Source: an optimization exercise on an open RTL-to-GDS flow (aim: small area, a short achievable clock period and few clock cycles per item). Production flows keep margins and buffers that such runs may drop.
RTL that was checked went through simulation tests only; none was proved equivalent to the original.

==> 11-04 <==
==> flow/design.v (excerpt) <==
module sha256_stream_core (
    input  logic         clk,
    input  logic         rst,
    input  logic         valid_in,
    output logic         ready_in,
    input  logic         first_in,
    input  logic         last_in,
    input  logic [511:0] data_in,
    output logic [255:0] data_out,
    output logic         valid_out,
    output logic         busy
);
clock: 8.0 ns
lec_check: 0
cap_margin: 10
core_margin: 2
core_utilization: 40
cts_buf_list: sky130_fd_sc_hd__clkbuf_8
cts_cluster_diameter: 60
cts_cluster_size: 12
setup_slack_margin: 3.5
slew_margin: 10
tns_end_percent: 1
standard.sh (not shown) runs the stock make flow with config.mk's settings and CLKGATE_MAP_FILE= SYNTH_SCRIPT=/design/flow/synth_recipe.tcl, a recipe that flattens the netlist after the stock synthesis.
==> flow/flow/run.sh <==
#!/bin/bash
set -o pipefail
export BUFFER_PORTS_ARGS="-buffer_cell sky130_fd_sc_hd__buf_1"
bash standard.sh > standard_flow.log 2>&1
==> 08-21 (differences from 11-04) <==
--- a/flow/design.v
+++ b/flow/design.v
@@ -15,16 +15,17 @@
     localparam logic [31:0] IV2 = 32'h3c6ef372;
     localparam logic [31:0] IV3 = 32'ha54ff53a;
     localparam logic [31:0] IV4 = 32'h510e527f;
     localparam logic [31:0] IV5 = 32'h9b05688c;
     localparam logic [31:0] IV6 = 32'h1f83d9ab;
     localparam logic [31:0] IV7 = 32'h5be0cd19;
     localparam logic [31:0] K0  = 32'h428a2f98;
     localparam logic [31:0] Y_IV = IV7 + K0;         
+    localparam logic [31:0] Z_IV = IV3 + IV7 + K0;   
     function automatic logic [31:0] k_next(input logic [5:0] idx);
         case (idx)
             6'd0: k_next = 32'h71374491;
             6'd1: k_next = 32'hb5c0fbcf;
             6'd2: k_next = 32'he9b5dba5;
             6'd3: k_next = 32'h3956c25b;
             6'd4: k_next = 32'h59f111f1;
             6'd5: k_next = 32'h923f82a4;
@@ -115,26 +116,26 @@
     endfunction
     logic [5:0]   cnt_q;        
     logic         run_q;        
     logic         ready_q;      
     logic         busy_q;
     logic         last_q;
     logic         valid_q;
     logic         gsel_q;       
-    logic         c0_q;         
     logic         c61_q;        
     logic         c62_q;        
     logic         c63_q;        
+    logic         ffs_q;        
     logic         chain_iv_q;   
     logic         base_iv_q;    
     logic [255:0] dout_q;
     logic [31:0]  a_q, b_q, c_q, d_q, e_q, f_q, g_q, h_q;
     logic [31:0]  y_q;          
-    logic [31:0]  dlt_q;        
+    logic [31:0]  z_q;          
     logic [31:0]  w_q [16];     
     logic [31:0]  ha_q [4];     
     logic [31:0]  he_q [4];     
     logic accept;
     logic done;                 
     logic ivsel;                
     logic [5:0] cnt_d;
     logic       run_d;
@@ -143,102 +144,99 @@
     assign ivsel     = first_in | (chain_iv_q & ~run_q);
     assign ready_in  = ready_q;
     assign busy      = busy_q;
     assign valid_out = valid_q;
     assign data_out  = dout_q;
     logic [31:0] base0, base4;
     assign base0 = base_iv_q ? IV0 : ha_q[0];
     assign base4 = base_iv_q ? IV4 : he_q[0];
-    logic [31:0] s1, ch, s0, mj, wt, m4;
-    logic [63:0] p, r, l2, l3, q, m2, m3;
+    logic [31:0] s1, ch, s0, mj, wt;
+    logic [63:0] t1c, t2c, l2, l3, e2;
     logic [31:0] a_new, e_new;
     always_comb begin
         wt  = w_q[0];
         s1  = bsig1(e_q);
         ch  = (e_q & f_q) ^ (~e_q & g_q);
         s0  = bsig0(a_q);
         mj  = maj(a_q, b_q, c_q);
-        m4  = c63_q ? dlt_q : 32'h0;
-        p   = csa(y_q, wt, ch);
-        r   = csa(s1, s0, mj);
-        l2  = csa(p[31:0], p[63:32], r[31:0]);
-        l3  = csa(l2[31:0], l2[63:32], r[63:32]);
+        t1c = csa(wt, s1, ch);
+        t2c = csa(y_q, s0, mj);
+        l2  = csa(t1c[31:0], t1c[63:32], t2c[31:0]);
+        l3  = csa(l2[31:0], l2[63:32], t2c[63:32]);
         a_new = l3[31:0] + l3[63:32];
-        q   = csa(d_q, m4, s1);
-        m2  = csa(p[31:0], p[63:32], q[31:0]);
-        m3  = csa(m2[31:0], m2[63:32], q[63:32]);
-        e_new = m3[31:0] + m3[63:32];
-    end
-    logic [63:0] w1, w2;
-    logic [31:0] w_new;
-    always_comb begin
-        w1 = csa(w_q[0], w_q[9], ssig0(w_q[1]));
-        w2 = csa(w1[31:0], w1[63:32], ssig1(w_q[14]));
-        w_new = w2[31:0] + w2[63:32];
-    end
-    logic [31:0] op_g, kn, m0;
-    logic [63:0] p1;
-    logic [31:0] y_calc;
+        e2  = csa(t1c[31:0], t1c[63:32], z_q);
+        e_new = e2[31:0] + e2[63:32];
+    end
+    logic [31:0] op_g, op_c, kn, m0, m4;
+    logic [63:0] y2, z2, z3;
+    logic [31:0] y_calc, z_calc;
     always_comb begin
         op_g = gsel_q ? he_q[3] : g_q;
+        op_c = gsel_q ? ha_q[3] : c_q;
         kn   = k_next(cnt_q);
         m0   = c62_q ? base0 : 32'h0;
-        p1   = csa(op_g, kn, m0);
-        y_calc = p1[31:0] + p1[63:32];
-    end
-    logic [31:0] ff_a, ff_e;
+        m4   = c62_q ? base4 : 32'h0;
+        y2   = csa(op_g, kn, m0);
+        y_calc = y2[31:0] + y2[63:32];
+        z2   = csa(op_g, kn, op_c);
+        z3   = csa(z2[31:0], z2[63:32], m4);
+        z_calc = z3[31:0] + z3[63:32];
+    end
+    logic [63:0] w1, w2;
+    logic [31:0] w_new, ff_a, ff_e;
+    logic        ff_sel;
     always_comb begin
         logic [31:0] sa, se, xa, xe;
         if (c61_q) begin
             sa = base_iv_q ? IV3 : ha_q[3];
             se = base_iv_q ? IV7 : he_q[3];
         end else if (c62_q) begin
             sa = base_iv_q ? IV2 : ha_q[2];
             se = base_iv_q ? IV6 : he_q[2];
-        end else if (c0_q) begin
-            sa = base_iv_q ? IV1 : ha_q[1];
-            se = ~base4;
         end else begin
             sa = base_iv_q ? IV1 : ha_q[1];
             se = base_iv_q ? IV5 : he_q[1];
         end
         xa = run_q ? a_q : 32'h0;
-        xe = c0_q ? base0 : (run_q ? e_q : 32'h0);
-        ff_a = sa + xa;
+        xe = run_q ? e_q : 32'h0;
+        ff_sel = ffs_q;
+        w1 = csa(w_q[0], w_q[9], ssig0(w_q[1]));
+        w2 = csa(w1[31:0], w1[63:32], ssig1(w_q[14]));
+        w_new = (ff_sel ? sa : w2[31:0]) + (ff_sel ? xa : w2[63:32]);
+        ff_a = w_new;
         ff_e = se + xe;
     end
     always_ff @(posedge clk) begin
         if (ready_q) begin
             for (int i = 0; i < 16; i++) w_q[i] <= data_in[511 - 32*i -: 32];
         end else begin
             for (int i = 0; i < 15; i++) w_q[i] <= w_q[i + 1];
             w_q[15] <= w_new;
         end
         a_q <= (ready_q && (ivsel || !run_q)) ? (ivsel ? IV0 : ha_q[0]) : a_new;
         e_q <= (ready_q && (ivsel || !run_q)) ? (ivsel ? IV4 : he_q[0]) : e_new;
         if (ready_q && ivsel) begin
             b_q <= IV1; c_q <= IV2; d_q <= IV3;
             f_q <= IV5; g_q <= IV6; h_q <= IV7;
-            y_q <= Y_IV;
-        end else begin
-            y_q <= y_calc;
+        end else begin
             if (ready_q) begin
                 b_q <= ff_a;
                 c_q <= ha_q[2];
                 d_q <= ha_q[3];
                 f_q <= ff_e;
                 g_q <= he_q[2];
                 h_q <= he_q[3];
             end else begin
                 b_q <= a_q; c_q <= b_q; d_q <= c_q;
                 f_q <= e_q; g_q <= f_q; h_q <= g_q;
             end
         end
-        if (c0_q) dlt_q <= ~ff_e;
+        y_q <= (ready_q && ivsel) ? Y_IV : y_calc;
+        z_q <= (ready_q && ivsel) ? Z_IV : z_calc;
         if (c61_q) begin
             ha_q[3] <= ff_a; he_q[3] <= ff_e;
         end
         if (c62_q) begin
             ha_q[2] <= ff_a; he_q[2] <= ff_e;
         end
         if (c63_q) begin
             ha_q[1] <= ff_a; he_q[1] <= ff_e;
@@ -256,20 +254,20 @@
         else run_d = run_q;
     end
     always_ff @(posedge clk) begin
         cnt_q   <= cnt_d;
         ready_q <= (cnt_d == 6'd63);
         busy_q  <= (cnt_d != 6'd63);
         gsel_q  <= (cnt_d == 6'd63);
         run_q   <= run_d;
-        c0_q    <= run_d && cnt_d == 6'd0;
         c61_q   <= run_d && cnt_d == 6'd61;
         c62_q   <= run_d && cnt_d == 6'd62;
         c63_q   <= run_d && cnt_d == 6'd63;
+        ffs_q   <= cnt_d >= 6'd61;
         if (rst) begin
             valid_q    <= 1'b0;
             dout_q     <= '0;
             chain_iv_q <= 1'b1;
             base_iv_q  <= 1'b0;
         end else begin
             valid_q <= done & last_q;
             if (done & last_q)
CAP_MARGIN = 20   (was 10)
CTS_BUF_LIST = not set   (was sky130_fd_sc_hd__clkbuf_8)
CTS_CLUSTER_DIAMETER = not set   (was 60)
CTS_CLUSTER_SIZE = not set   (was 12)
SETUP_SLACK_MARGIN = 2.0   (was 3.5)
SLEW_MARGIN = 20   (was 10)
TNS_END_PERCENT = not set   (was 1)
==> 08-11 (differences from 11-04) <==
--- a/flow/design.v
+++ b/flow/design.v
@@ -15,16 +15,17 @@
     localparam logic [31:0] IV2 = 32'h3c6ef372;
     localparam logic [31:0] IV3 = 32'ha54ff53a;
     localparam logic [31:0] IV4 = 32'h510e527f;
     localparam logic [31:0] IV5 = 32'h9b05688c;
     localparam logic [31:0] IV6 = 32'h1f83d9ab;
     localparam logic [31:0] IV7 = 32'h5be0cd19;
     localparam logic [31:0] K0  = 32'h428a2f98;
     localparam logic [31:0] Y_IV = IV7 + K0;         
+    localparam logic [31:0] Z_IV = IV3 + IV7 + K0;   
     function automatic logic [31:0] k_next(input logic [5:0] idx);
         case (idx)
             6'd0: k_next = 32'h71374491;
             6'd1: k_next = 32'hb5c0fbcf;
             6'd2: k_next = 32'he9b5dba5;
             6'd3: k_next = 32'h3956c25b;
             6'd4: k_next = 32'h59f111f1;
             6'd5: k_next = 32'h923f82a4;
@@ -115,26 +116,25 @@
     endfunction
     logic [5:0]   cnt_q;        
     logic         run_q;        
     logic         ready_q;      
     logic         busy_q;
     logic         last_q;
     logic         valid_q;
     logic         gsel_q;       
-    logic         c0_q;         
     logic         c61_q;        
     logic         c62_q;        
     logic         c63_q;        
     logic         chain_iv_q;   
     logic         base_iv_q;    
     logic [255:0] dout_q;
     logic [31:0]  a_q, b_q, c_q, d_q, e_q, f_q, g_q, h_q;
     logic [31:0]  y_q;          
-    logic [31:0]  dlt_q;        
+    logic [31:0]  z_q;          
     logic [31:0]  w_q [16];     
     logic [31:0]  ha_q [4];     
     logic [31:0]  he_q [4];     
     logic accept;
     logic done;                 
     logic ivsel;                
     logic [5:0] cnt_d;
     logic       run_d;
@@ -143,102 +143,100 @@
     assign ivsel     = first_in | (chain_iv_q & ~run_q);
     assign ready_in  = ready_q;
     assign busy      = busy_q;
     assign valid_out = valid_q;
     assign data_out  = dout_q;
     logic [31:0] base0, base4;
     assign base0 = base_iv_q ? IV0 : ha_q[0];
     assign base4 = base_iv_q ? IV4 : he_q[0];
-    logic [31:0] s1, ch, s0, mj, wt, m4;
-    logic [63:0] p, r, l2, l3, q, m2, m3;
+    logic [31:0] s1, ch, s0, mj, wt;
+    logic [63:0] t1c, t2c, l2, l3, e2;
     logic [31:0] a_new, e_new;
     always_comb begin
         wt  = w_q[0];
         s1  = bsig1(e_q);
         ch  = (e_q & f_q) ^ (~e_q & g_q);
         s0  = bsig0(a_q);
         mj  = maj(a_q, b_q, c_q);
-        m4  = c63_q ? dlt_q : 32'h0;
-        p   = csa(y_q, wt, ch);
-        r   = csa(s1, s0, mj);
-        l2  = csa(p[31:0], p[63:32], r[31:0]);
-        l3  = csa(l2[31:0], l2[63:32], r[63:32]);
+        t1c = csa(wt, s1, ch);
+        t2c = csa(y_q, s0, mj);
+        l2  = csa(t1c[31:0], t1c[63:32], t2c[31:0]);
+        l3  = csa(l2[31:0], l2[63:32], t2c[63:32]);
         a_new = l3[31:0] + l3[63:32];
-        q   = csa(d_q, m4, s1);
-        m2  = csa(p[31:0], p[63:32], q[31:0]);
-        m3  = csa(m2[31:0], m2[63:32], q[63:32]);
-        e_new = m3[31:0] + m3[63:32];
+        e2  = csa(t1c[31:0], t1c[63:32], z_q);
+        e_new = e2[31:0] + e2[63:32];
     end
     logic [63:0] w1, w2;
     logic [31:0] w_new;
     always_comb begin
         w1 = csa(w_q[0], w_q[9], ssig0(w_q[1]));
         w2 = csa(w1[31:0], w1[63:32], ssig1(w_q[14]));
         w_new = w2[31:0] + w2[63:32];
     end
-    logic [31:0] op_g, kn, m0;
-    logic [63:0] p1;
-    logic [31:0] y_calc;
+    logic [31:0] op_g, op_c, kn, m0, m4;
+    logic [63:0] y2, z2, z3;
+    logic [31:0] y_calc, z_calc;
     always_comb begin
         op_g = gsel_q ? he_q[3] : g_q;
+        op_c = gsel_q ? ha_q[3] : c_q;
         kn   = k_next(cnt_q);
         m0   = c62_q ? base0 : 32'h0;
-        p1   = csa(op_g, kn, m0);
-        y_calc = p1[31:0] + p1[63:32];
+        m4   = c62_q ? base4 : 32'h0;
+        y2   = csa(op_g, kn, m0);
+        y_calc = y2[31:0] + y2[63:32];
+        z2   = csa(op_g, kn, op_c);
+        z3   = csa(z2[31:0], z2[63:32], m4);
+        z_calc = z3[31:0] + z3[63:32];
     end
     logic [31:0] ff_a, ff_e;
     always_comb begin
         logic [31:0] sa, se, xa, xe;
         if (c61_q) begin
             sa = base_iv_q ? IV3 : ha_q[3];
             se = base_iv_q ? IV7 : he_q[3];
         end else if (c62_q) begin
             sa = base_iv_q ? IV2 : ha_q[2];
             se = base_iv_q ? IV6 : he_q[2];
-        end else if (c0_q) begin
-            sa = base_iv_q ? IV1 : ha_q[1];
-            se = ~base4;
         end else begin
             sa = base_iv_q ? IV1 : ha_q[1];
             se = base_iv_q ? IV5 : he_q[1];
         end
         xa = run_q ? a_q : 32'h0;
-        xe = c0_q ? base0 : (run_q ? e_q : 32'h0);
+        xe = run_q ? e_q : 32'h0;
         ff_a = sa + xa;
         ff_e = se + xe;
     end
     always_ff @(posedge clk) begin
         if (ready_q) begin
             for (int i = 0; i < 16; i++) w_q[i] <= data_in[511 - 32*i -: 32];
         end else begin
             for (int i = 0; i < 15; i++) w_q[i] <= w_q[i + 1];
             w_q[15] <= w_new;
         end
         a_q <= (ready_q && (ivsel || !run_q)) ? (ivsel ? IV0 : ha_q[0]) : a_new;
         e_q <= (ready_q && (ivsel || !run_q)) ? (ivsel ? IV4 : he_q[0]) : e_new;
         if (ready_q && ivsel) begin
             b_q <= IV1; c_q <= IV2; d_q <= IV3;
             f_q <= IV5; g_q <= IV6; h_q <= IV7;
-            y_q <= Y_IV;
-        end else begin
-            y_q <= y_calc;
+        end else begin
             if (ready_q) begin
                 b_q <= ff_a;
                 c_q <= ha_q[2];
                 d_q <= ha_q[3];
                 f_q <= ff_e;
                 g_q <= he_q[2];
                 h_q <= he_q[3];
             end else begin
                 b_q <= a_q; c_q <= b_q; d_q <= c_q;
                 f_q <= e_q; g_q <= f_q; h_q <= g_q;
             end
         end
-        if (c0_q) dlt_q <= ~ff_e;
+        y_q <= (ready_q && ivsel) ? Y_IV : y_calc;
+        z_q <= (ready_q && ivsel) ? Z_IV : z_calc;
         if (c61_q) begin
             ha_q[3] <= ff_a; he_q[3] <= ff_e;
         end
         if (c62_q) begin
             ha_q[2] <= ff_a; he_q[2] <= ff_e;
         end
         if (c63_q) begin
             ha_q[1] <= ff_a; he_q[1] <= ff_e;
@@ -256,17 +254,16 @@
         else run_d = run_q;
     end
     always_ff @(posedge clk) begin
         cnt_q   <= cnt_d;
         ready_q <= (cnt_d == 6'd63);
         busy_q  <= (cnt_d != 6'd63);
         gsel_q  <= (cnt_d == 6'd63);
         run_q   <= run_d;
-        c0_q    <= run_d && cnt_d == 6'd0;
         c61_q   <= run_d && cnt_d == 6'd61;
         c62_q   <= run_d && cnt_d == 6'd62;
         c63_q   <= run_d && cnt_d == 6'd63;
         if (rst) begin
             valid_q    <= 1'b0;
             dout_q     <= '0;
             chain_iv_q <= 1'b1;
             base_iv_q  <= 1'b0;
CAP_MARGIN = 20   (was 10)
SLEW_MARGIN = 20   (was 10)
==> 07-24 (differences from 11-04) <==
--- a/flow/design.v
+++ b/flow/design.v
@@ -15,16 +15,17 @@
     localparam logic [31:0] IV2 = 32'h3c6ef372;
     localparam logic [31:0] IV3 = 32'ha54ff53a;
     localparam logic [31:0] IV4 = 32'h510e527f;
     localparam logic [31:0] IV5 = 32'h9b05688c;
     localparam logic [31:0] IV6 = 32'h1f83d9ab;
     localparam logic [31:0] IV7 = 32'h5be0cd19;
     localparam logic [31:0] K0  = 32'h428a2f98;
     localparam logic [31:0] Y_IV = IV7 + K0;         
+    localparam logic [31:0] Z_IV = IV3 + IV7 + K0;   
     function automatic logic [31:0] k_next(input logic [5:0] idx);
         case (idx)
             6'd0: k_next = 32'h71374491;
             6'd1: k_next = 32'hb5c0fbcf;
             6'd2: k_next = 32'he9b5dba5;
             6'd3: k_next = 32'h3956c25b;
             6'd4: k_next = 32'h59f111f1;
             6'd5: k_next = 32'h923f82a4;
@@ -108,33 +109,41 @@
     function automatic logic [63:0] csa(input logic [31:0] x, input logic [31:0] y,
                                         input logic [31:0] z);
         logic [31:0] s, c, m;
         s = x ^ y ^ z;
         m = maj(x, y, z);
         c = {m[30:0], 1'b0};
         csa = {c, s};
     endfunction
+    function automatic logic [63:0] csam(input logic [31:0] x, input logic [31:0] y,
+                                         input logic [31:0] z);
+        logic [31:0] s, c, m, t;
+        t = x ^ y;
+        s = t ^ z;
+        for (int i = 0; i < 32; i++) m[i] = t[i] ? z[i] : x[i];
+        c = {m[30:0], 1'b0};
+        csam = {c, s};
+    endfunction
     logic [5:0]   cnt_q;        
     logic         run_q;        
     logic         ready_q;      
     logic         busy_q;
     logic         last_q;
     logic         valid_q;
     logic         gsel_q;       
-    logic         c0_q;         
     logic         c61_q;        
     logic         c62_q;        
     logic         c63_q;        
     logic         chain_iv_q;   
     logic         base_iv_q;    
     logic [255:0] dout_q;
     logic [31:0]  a_q, b_q, c_q, d_q, e_q, f_q, g_q, h_q;
     logic [31:0]  y_q;          
-    logic [31:0]  dlt_q;        
+    logic [31:0]  z_q;          
     logic [31:0]  w_q [16];     
     logic [31:0]  ha_q [4];     
     logic [31:0]  he_q [4];     
     logic accept;
     logic done;                 
     logic ivsel;                
     logic [5:0] cnt_d;
     logic       run_d;
@@ -143,102 +152,100 @@
     assign ivsel     = first_in | (chain_iv_q & ~run_q);
     assign ready_in  = ready_q;
     assign busy      = busy_q;
     assign valid_out = valid_q;
     assign data_out  = dout_q;
     logic [31:0] base0, base4;
     assign base0 = base_iv_q ? IV0 : ha_q[0];
     assign base4 = base_iv_q ? IV4 : he_q[0];
-    logic [31:0] s1, ch, s0, mj, wt, m4;
-    logic [63:0] p, r, l2, l3, q, m2, m3;
+    logic [31:0] s1, ch, s0, mj, wt;
+    logic [63:0] t1c, t2c, l2, l3, e2;
     logic [31:0] a_new, e_new;
     always_comb begin
         wt  = w_q[0];
         s1  = bsig1(e_q);
         ch  = (e_q & f_q) ^ (~e_q & g_q);
         s0  = bsig0(a_q);
         mj  = maj(a_q, b_q, c_q);
-        m4  = c63_q ? dlt_q : 32'h0;
-        p   = csa(y_q, wt, ch);
-        r   = csa(s1, s0, mj);
-        l2  = csa(p[31:0], p[63:32], r[31:0]);
-        l3  = csa(l2[31:0], l2[63:32], r[63:32]);
+        t1c = csam(wt, s1, ch);
+        t2c = csam(y_q, s0, mj);
+        l2  = csam(t1c[31:0], t1c[63:32], t2c[31:0]);
+        l3  = csam(l2[31:0], l2[63:32], t2c[63:32]);
         a_new = l3[31:0] + l3[63:32];
-        q   = csa(d_q, m4, s1);
-        m2  = csa(p[31:0], p[63:32], q[31:0]);
-        m3  = csa(m2[31:0], m2[63:32], q[63:32]);
-        e_new = m3[31:0] + m3[63:32];
+        e2  = csam(t1c[31:0], t1c[63:32], z_q);
+        e_new = e2[31:0] + e2[63:32];
     end
     logic [63:0] w1, w2;
     logic [31:0] w_new;
     always_comb begin
         w1 = csa(w_q[0], w_q[9], ssig0(w_q[1]));
         w2 = csa(w1[31:0], w1[63:32], ssig1(w_q[14]));
         w_new = w2[31:0] + w2[63:32];
     end
-    logic [31:0] op_g, kn, m0;
-    logic [63:0] p1;
-    logic [31:0] y_calc;
+    logic [31:0] op_g, op_c, kn, m0, m4;
+    logic [63:0] y2, z2, z3;
+    logic [31:0] y_calc, z_calc;
     always_comb begin
         op_g = gsel_q ? he_q[3] : g_q;
+        op_c = gsel_q ? ha_q[3] : c_q;
         kn   = k_next(cnt_q);
         m0   = c62_q ? base0 : 32'h0;
-        p1   = csa(op_g, kn, m0);
-        y_calc = p1[31:0] + p1[63:32];
+        m4   = c62_q ? base4 : 32'h0;
+        y2   = csa(op_g, kn, m0);
+        y_calc = y2[31:0] + y2[63:32];
+        z2   = csa(op_g, kn, op_c);
+        z3   = csa(z2[31:0], z2[63:32], m4);
+        z_calc = z3[31:0] + z3[63:32];
     end
     logic [31:0] ff_a, ff_e;
     always_comb begin
         logic [31:0] sa, se, xa, xe;
         if (c61_q) begin
             sa = base_iv_q ? IV3 : ha_q[3];
             se = base_iv_q ? IV7 : he_q[3];
         end else if (c62_q) begin
             sa = base_iv_q ? IV2 : ha_q[2];
             se = base_iv_q ? IV6 : he_q[2];
-        end else if (c0_q) begin
-            sa = base_iv_q ? IV1 : ha_q[1];
-            se = ~base4;
         end else begin
             sa = base_iv_q ? IV1 : ha_q[1];
             se = base_iv_q ? IV5 : he_q[1];
         end
         xa = run_q ? a_q : 32'h0;
-        xe = c0_q ? base0 : (run_q ? e_q : 32'h0);
+        xe = run_q ? e_q : 32'h0;
         ff_a = sa + xa;
         ff_e = se + xe;
     end
     always_ff @(posedge clk) begin
         if (ready_q) begin
             for (int i = 0; i < 16; i++) w_q[i] <= data_in[511 - 32*i -: 32];
         end else begin
             for (int i = 0; i < 15; i++) w_q[i] <= w_q[i + 1];
             w_q[15] <= w_new;
         end
         a_q <= (ready_q && (ivsel || !run_q)) ? (ivsel ? IV0 : ha_q[0]) : a_new;
         e_q <= (ready_q && (ivsel || !run_q)) ? (ivsel ? IV4 : he_q[0]) : e_new;
         if (ready_q && ivsel) begin
             b_q <= IV1; c_q <= IV2; d_q <= IV3;
             f_q <= IV5; g_q <= IV6; h_q <= IV7;
-            y_q <= Y_IV;
-        end else begin
-            y_q <= y_calc;
+        end else begin
             if (ready_q) begin
                 b_q <= ff_a;
                 c_q <= ha_q[2];
                 d_q <= ha_q[3];
                 f_q <= ff_e;
                 g_q <= he_q[2];
                 h_q <= he_q[3];
             end else begin
                 b_q <= a_q; c_q <= b_q; d_q <= c_q;
                 f_q <= e_q; g_q <= f_q; h_q <= g_q;
             end
         end
-        if (c0_q) dlt_q <= ~ff_e;
+        y_q <= (ready_q && ivsel) ? Y_IV : y_calc;
+        z_q <= (ready_q && ivsel) ? Z_IV : z_calc;
         if (c61_q) begin
             ha_q[3] <= ff_a; he_q[3] <= ff_e;
         end
         if (c62_q) begin
             ha_q[2] <= ff_a; he_q[2] <= ff_e;
         end
         if (c63_q) begin
             ha_q[1] <= ff_a; he_q[1] <= ff_e;
@@ -256,17 +263,16 @@
         else run_d = run_q;
     end
     always_ff @(posedge clk) begin
         cnt_q   <= cnt_d;
         ready_q <= (cnt_d == 6'd63);
         busy_q  <= (cnt_d != 6'd63);
         gsel_q  <= (cnt_d == 6'd63);
         run_q   <= run_d;
-        c0_q    <= run_d && cnt_d == 6'd0;
         c61_q   <= run_d && cnt_d == 6'd61;
         c62_q   <= run_d && cnt_d == 6'd62;
         c63_q   <= run_d && cnt_d == 6'd63;
         if (rst) begin
             valid_q    <= 1'b0;
             dout_q     <= '0;
             chain_iv_q <= 1'b1;
             base_iv_q  <= 1'b0;
CAP_MARGIN = 20   (was 10)
SLEW_MARGIN = 20   (was 10)
==> flow_summary.ini <==
[run_status]
outcome = complete, no violations

[setup_path]
slowest_delay_ns = 0.57

[cells_and_area]
syn2layout_area_growth_pct = 14.33
final_cell_mix = 1007 x dfxtp_1, 790 x nand2_1, 774 x buf_1, 514 x mux2_2, 476 x a21oi_1

[clocking]
cts_buffers = 151

[synth]
avgSynthCellArea_um2 = 10.21
syn_nets = 7761

[floorplanning]
initial_utilization = 0.4014
die_area_um2 = 175100

[grt]
grt_use_met1 = 0.4664
[end of results for 11-04]
==> flow_summary.ini <==
[grt]
met3_usage = 0.06634
grt_pass1_vias = 55145
grt_use_met1 = 0.3439

[cells_and_area]
syn2layout_area_growth_pct = 14.43
final_cell_mix = 1024 x dfxtp_1, 830 x nand2_1, 774 x buf_1, 544 x a21oi_1, 516 x mux2_2

[synth]
avgSynthCellArea_um2 = 9.849
synth_mux_area_frac = 0.1145

[setup_path]
slowest_delay_ns = 0.62
cp.arrival_ns = 5.68

[clocking]
cts_buffers = 154

[floorplanning]
die_area_um2 = 177200
core_area_um2 = 173200

[run_status]
outcome = complete, no violations
[end of results for 07-24]
==> flow_summary.ini <==
[synth]
synth_edf_count = 257
avgSynthCellArea_um2 = 10.13
synth_cells = 6801
syn_nets = 7837

[clocking]
htree_levels = 4
cts_buffers = 152

[run_status]
outcome = complete, no violations

[setup_path]
slowest_delay_ns = 0.56
r2r_end = a_q[28]$_DFF_P_

[cells_and_area]
final_cell_mix = 1001 x dfxtp_1, 774 x buf_1, 737 x nand2_1, 503 x a21oi_1, 495 x mux2_2
clock_area_frac = 0.03826
syn2layout_area_growth_pct = 15.79

[floorplanning]
initial_utilization = 0.4020
die_area_um2 = 175600

[timing]
max_freq_ghz = 0.2108
drv_slew = 0

[routing]
dr_wl_met2_mm = 133.7
wire_per_inst_um = 30.06
drc = 0

[grt]
grt_use_met1 = 0.4447
[end of results for 08-11]
==> flow_summary.ini <==
[run_status]
outcome = complete, no violations

[cells_and_area]
buffers_excl_clock = 864
syn2layout_area_growth_pct = 15.58
final_cell_mix = 1066 x dfxtp_1, 819 x nand2_1, 774 x buf_1, 473 x a21oi_1, 465 x mux2_2

[synth]
syn_nets = 7568
avgSynthCellArea_um2 = 10.18

[clocking]
clk_pin_slew_worst_paths_ns = 0.06

[grt]
grt_use_met1 = 0.4883

[setup_path]
slowest_delay_ns = 0.67
[end of results for 08-21]
Testbench counts of 08-21, summed over its fixed seeds: cycles 16,208, blocks 253.
Testbench counts of 08-11, summed over its fixed seeds: cycles 16,208, blocks 253.
The RTL of 11-04 and 07-24 was laid out without a check of its function.

separate check: timing with driven ports:
In the flow no input, the clock included, has a driving cell. The finished layouts below were timed again as built, in two steps. Step 1 sets driving cells, clkbuf_16 on the clock port and buf_2 on the other inputs (assumed; they add their load-dependent delay and slew). Step 2 times the ports against the registers' clock, not the clock port: input delays grow and output delays shrink by t, the midpoint of the rising clock arrivals with the driver on. Three values: no drivers, after step 1, after step 2; two values: the first two.
run | t (ns) | setup WS [ns] | slew at the worst register clock pin (ns) | worst slew at a driven data input, ns | cell pins on the clock port's net
11-04 | 1.063 | 2.924 / 2.924 / 2.396 | 0.10 / 0.10 | 0.13 | 1
08-21 | 0.903 | 2.168 / 2.168 / 1.958 | 0.07 / 0.07 | 0.29 | 1
08-11 | 1.070 | 3.257 / 3.257 / 2.655 | 0.10 / 0.10 | 0.28 | 1
07-24 | 1.045 | 3.216 / 3.216 / 2.419 | 0.10 / 0.10 | 0.15 | 1
After both steps setup and hold are still met in every run listed. For 07-24, which loses most, drivers alone change the setup slack by 0.000 ns; drivers and shift together by -0.797 ns.
